Background: an optimization exercise with open tools, aiming at small area, a short achievable clock period and few clock cycles. Do not read the settings as production practice. At most, simulation tests tie the RTL to the original design; equivalence was not proved. No activity file was given, so power comes from the tool's default toggle rates.

==> juniper <==
==> flow/design.v <==
`default_nettype none
package fifd_pkg;
   localparam int CACHE_ENTRIES = 16;
   localparam int SLOT_W = (CACHE_ENTRIES > 1) ? $clog2(CACHE_ENTRIES) : 1;
   localparam logic OP_LOOKUP = 1'b0;
   localparam logic OP_FILL   = 1'b1;
endpackage
`default_nettype wire
`default_nettype none
module fifd_cell
(
   input  wire logic        clock,
   input  wire logic        reset,
   input  wire logic        wr_en,
   input  wire logic [31:0] wr_addr,
   input  wire logic [31:0] wr_word,
   input  wire logic [31:0] probe_addr,
   output logic             match,
   output logic [31:0]      word
);
   logic [31:0] tag_ff;
   logic [31:0] word_ff;
   logic        valid_ff;
   always_ff @(posedge clock) begin
      if (reset) begin
         valid_ff <= 1'b0;
      end else if (wr_en) begin
         valid_ff <= 1'b1;
      end
      if (wr_en) begin
         tag_ff  <= wr_addr;
         word_ff <= wr_word;
      end
   end
   assign match = valid_ff && (tag_ff == probe_addr);
   assign word  = word_ff;
endmodule
`default_nettype wire
`default_nettype none
module fifd_decode
(
   input  wire logic [31:0] raw,
   output logic [31:0]      instruction,
   output logic [5:0]       major_op,
   output logic             imm_flag,
   output logic             branch_mode,
   output logic [3:0]       reg_a,
   output logic [3:0]       reg_b,
   output logic [3:0]       reg_c,
   output logic [15:0]      immediate
);
   logic [31:0] ir;
   assign ir          = {raw[7:0], raw[15:8], raw[23:16], raw[31:24]};
   assign instruction = ir;
   assign major_op    = ir[31:26];
   assign imm_flag    = ir[25];
   assign branch_mode = ir[24];
   assign reg_a       = ir[23:20];
   assign reg_b       = ir[19:16];
   assign reg_c       = ir[15:12];
   assign immediate   = {ir[7:0], ir[15:8]};
endmodule
`default_nettype wire
`default_nettype none
module fifo_icache_fetch_decode
(
   input  wire logic        clock,
   input  wire logic        reset,
   input  wire logic        start,
   output logic             busy,
   input  wire logic        req_opcode,
   input  wire logic [31:0] req_fetch_address,
   input  wire logic [31:0] req_memory_word,
   output logic             rsp_valid,
   output logic             rsp_hit,
   output logic [31:0]      rsp_instruction,
   output logic [5:0]       rsp_major_op,
   output logic             rsp_imm_flag,
   output logic             rsp_branch_mode,
   output logic [3:0]       rsp_reg_a,
   output logic [3:0]       rsp_reg_b,
   output logic [3:0]       rsp_reg_c,
   output logic [15:0]      rsp_immediate
);
   localparam int N      = fifd_pkg::CACHE_ENTRIES;
   localparam int SLOT_W = fifd_pkg::SLOT_W;
   logic              s1_valid;
   logic              s1_fill;
   logic [31:0]       s1_addr;
   logic [31:0]       s1_word;
   logic [SLOT_W-1:0] slot_ff;
   logic [N-1:0]      match;
   logic [N-1:0]      wr_en;
   logic [N-1:0]      s2_sel;
   logic              s2_valid;
   logic [N-1:0][31:0] words;
   logic [N-1:0]      first;
   logic [31:0]       read_word;
   logic              out_valid;
   logic              out_hit;
   logic [31:0]       out_word;
   assign busy = 1'b0;
   always_ff @(posedge clock) begin
      if (reset) begin
         s1_valid <= 1'b0;
      end else begin
         s1_valid <= start;
      end
      s1_fill <= (req_opcode == fifd_pkg::OP_FILL);
      s1_addr <= req_fetch_address;
      s1_word <= req_memory_word;
   end
   for (genvar i = 0; i < N; i++) begin : g_cell
      assign wr_en[i] = s1_valid && s1_fill && (slot_ff == SLOT_W'(i));
      fifd_cell u_cell (
         .clock      (clock),
         .reset      (reset),
         .wr_en      (wr_en[i]),
         .wr_addr    (s1_addr),
         .wr_word    (s1_word),
         .probe_addr (s1_addr),
         .match      (match[i]),
         .word       (words[i])
      );
   end
   always_ff @(posedge clock) begin
      if (reset) begin
         slot_ff  <= '0;
         s2_valid <= 1'b0;
      end else begin
         if (s1_valid && s1_fill) begin
            slot_ff <= slot_ff + 1'b1;
         end
         s2_valid <= s1_valid;
      end
      s2_sel <= s1_fill ? wr_en : match;
   end
   always_comb begin
      logic seen;
      seen = 1'b0;
      for (int i = 0; i < N; i++) begin
         first[i] = s2_sel[i] && !seen;
         seen     = seen || s2_sel[i];
      end
   end
   always_comb begin
      read_word = '0;
      for (int i = 0; i < N; i++) begin
         read_word = read_word | (words[i] & {32{first[i]}});
      end
   end
   always_ff @(posedge clock) begin
      if (reset) begin
         out_valid <= 1'b0;
      end else begin
         out_valid <= s2_valid;
      end
      out_hit  <= |s2_sel;
      out_word <= read_word;
   end
   assign rsp_valid = out_valid;
   assign rsp_hit   = out_hit;
   fifd_decode u_decode (
      .raw         (out_word),
      .instruction (rsp_instruction),
      .major_op    (rsp_major_op),
      .imm_flag    (rsp_imm_flag),
      .branch_mode (rsp_branch_mode),
      .reg_a       (rsp_reg_a),
      .reg_b       (rsp_reg_b),
      .reg_c       (rsp_reg_c),
      .immediate   (rsp_immediate)
   );
endmodule
`default_nettype wire
==> flow/run.sh <==
#!/bin/bash
# synth_recipe.tcl (not shown) runs the flow's synth.tcl, then flattens the netlist and writes it again
# the make line also repeats each setting of config.mk as NAME=value (left out here)
make -C /OpenROAD-flow-scripts/flow DESIGN_CONFIG=/design/flow/config.mk WORK_HOME=/design/flow/orfs CLKGATE_MAP_FILE= SYNTH_SCRIPT=/design/flow/synth_recipe.tcl finish
==> flow/config.mk <==
export PLATFORM = sky130hd
export DESIGN_NAME = fifo_icache_fetch_decode
export DESIGN_NICKNAME = fifo_icache_fetch_decode
export VERILOG_FILES = /design/flow/design.v
export SDC_FILE = /design/flow/constraint.sdc
export NUM_CORES = 4
export LEC_CHECK = 0
export CAP_MARGIN = 20
export CORE_MARGIN = 2
export CORE_UTILIZATION = 40
export SETUP_SLACK_MARGIN = 2.6
export SLEW_MARGIN = 20
==> flow/constraint.sdc <==
create_clock -name core_clock -period 5.0 [get_ports {clock}]
set_input_delay 1.0000 -clock core_clock [delete_from_list [all_inputs] [get_ports {clock}]]
set_output_delay 1.0000 -clock core_clock [all_outputs]
set_load 0.01 [all_outputs]
==> garnet: changes against juniper <==
==> flow/design.v, changed modules only <==
module fifo_icache_fetch_decode
(
   input  wire logic        clock,
   input  wire logic        reset,
   input  wire logic        start,
   output logic             busy,
   input  wire logic        req_opcode,
   input  wire logic [31:0] req_fetch_address,
   input  wire logic [31:0] req_memory_word,
   output logic             rsp_valid,
   output logic             rsp_hit,
   output logic [31:0]      rsp_instruction,
   output logic [5:0]       rsp_major_op,
   output logic             rsp_imm_flag,
   output logic             rsp_branch_mode,
   output logic [3:0]       rsp_reg_a,
   output logic [3:0]       rsp_reg_b,
   output logic [3:0]       rsp_reg_c,
   output logic [15:0]      rsp_immediate
);
   localparam int N      = fifd_pkg::CACHE_ENTRIES;
   localparam int SLOT_W = fifd_pkg::SLOT_W;
   logic              fill_accept;
   logic [SLOT_W-1:0] slot_ff;
   logic [N-1:0]      match;
   logic [N-1:0]      wr_en;
   logic [N-1:0]      s1_sel;
   logic              s1_valid;
   logic [N-1:0][31:0] words;
   logic [N-1:0]      first;
   logic [31:0]       read_word;
   logic              out_valid;
   logic              out_hit;
   logic [31:0]       out_word;
   assign busy        = 1'b0;
   assign fill_accept = start && (req_opcode == fifd_pkg::OP_FILL);
   for (genvar i = 0; i < N; i++) begin : g_cell
      assign wr_en[i] = fill_accept && (slot_ff == SLOT_W'(i));
      fifd_cell u_cell (
         .clock      (clock),
         .reset      (reset),
         .wr_en      (wr_en[i]),
         .wr_addr    (req_fetch_address),
         .wr_word    (req_memory_word),
         .probe_addr (req_fetch_address),
         .match      (match[i]),
         .word       (words[i])
      );
   end
   always_ff @(posedge clock) begin
      if (reset) begin
         slot_ff  <= '0;
         s1_valid <= 1'b0;
      end else begin
         if (fill_accept) begin
            slot_ff <= slot_ff + 1'b1;
         end
         s1_valid <= start;
      end
      s1_sel <= (req_opcode == fifd_pkg::OP_FILL) ? wr_en : match;
   end
   always_comb begin
      logic seen;
      seen = 1'b0;
      for (int i = 0; i < N; i++) begin
         first[i] = s1_sel[i] && !seen;
         seen     = seen || s1_sel[i];
      end
   end
   always_comb begin
      read_word = '0;
      for (int i = 0; i < N; i++) begin
         read_word = read_word | (words[i] & {32{first[i]}});
      end
   end
   always_ff @(posedge clock) begin
      if (reset) begin
         out_valid <= 1'b0;
      end else begin
         out_valid <= s1_valid;
      end
      out_hit  <= |s1_sel;
      out_word <= read_word;
   end
   assign rsp_valid = out_valid;
   assign rsp_hit   = out_hit;
   fifd_decode u_decode (
      .raw         (out_word),
      .instruction (rsp_instruction),
      .major_op    (rsp_major_op),
      .imm_flag    (rsp_imm_flag),
      .branch_mode (rsp_branch_mode),
      .reg_a       (rsp_reg_a),
      .reg_b       (rsp_reg_b),
      .reg_c       (rsp_reg_c),
      .immediate   (rsp_immediate)
   );
endmodule
Settings changed: CORE_UTILIZATION 40 to 80, SETUP_SLACK_MARGIN 2.6 to 2.8.
==> summary of the runs <==
- garnet finished with slew limit left. juniper finished with timing, DRC and antenna clean.
- Against garnet, the cell count of juniper is higher by about 26%.
- Die area: garnet is lower than juniper (about 50%).
- Of juniper and garnet, juniper has the higher synthesized cell count (gap about 8%, measured against garnet).
- Of juniper and garnet, juniper has the higher power (gap 2.7%, measured against garnet).
- The first-iteration DRC count of garnet is 2.8 times that of juniper.
- Against garnet, the final area of juniper is larger by about 5%.
- Between garnet and juniper, the lower hold slack is in juniper (gap 0.049 ns).
- Against garnet, the sequential power of juniper is larger by about 7%.
- Sequential cell count: juniper is higher than garnet (66).
==> figures <==
| quantity | garnet | juniper |
|---|---|---|
| Run status | failed layout checks | no timing/DRC/antenna violations |
| Reasons for failing layout checks | slew limit | - |
| Slew at the pin with the worst max-slew slack | 2.22 ns | 1.12 ns |
| Number of inserted filler cells in the final layout | 1321 | 9138 |
| Share of the yosys chip area belonging to registers | 75.8% | 76.3% |
| Cell count after synthesis | 2536 | 2729 |
| Internal power | 14.8 mW | 15.7 mW |
| Share of power burned in registers | 52.5% | 54.5% |
| Synth Cell Area | 42500 sq um | 43900 sq um |
| Count of clock-net buffers in the final layout | 126 | 167 |
| Final clock skew | 0.0506 ns | 0.0207 ns |
| Number of cell rows | 84 | 121 |
| Beginning of the critical path | s1_sel[0] | out_word[5] |
| Switching power total | 4.46 mW | 4.13 mW |
| Register Area | 32200 sq um | 33600 sq um |
| End of the critical path | out_word[15] | rsp_instruction[29] |
| Met2 layer wire length in the routed design | 63100 microns | 53400 microns |
| FF+latch count, synth | 1095 | 1161 |
| CP required | 5.57 ns | 4.00 ns |
| Clock network power | 8.03 mW | 8.41 mW |
Testbench counts of garnet, summed over its fixed seeds: cycles 12,016.
For juniper, only the layout was checked, not whether the RTL still works.

static timing again, ports no longer ideal:
The results above use ideal ports. As a check the final layouts listed here were re-extracted and re-timed, cells and wires unchanged.
Step 1 sets driving cells, clkbuf_16 on the clock port and buf_2 on the other inputs (assumed; they add their load-dependent delay and slew).
Step 2, shift: input delay + t, output delay - t, t = (earliest + latest rising clock arrival at the registers) / 2. This alone moves slack from input paths to output paths.
a / b / c = ideal ports / drivers / drivers and shift; a / b = the first two.
run | t (ns) | setup WS [ns] | clock arrival spread, ns | slew at the worst register clock pin (ns) | worst slew at a driven data input, ns
juniper | 0.752 | 2.649 / 2.582 / 2.662 | 0.027 / 0.027 | 0.06 / 0.06 | 0.13
garnet | 0.762 | 1.461 / 1.461 / 1.461 | 0.070 / 0.070 | 0.10 / 0.10 | 0.09
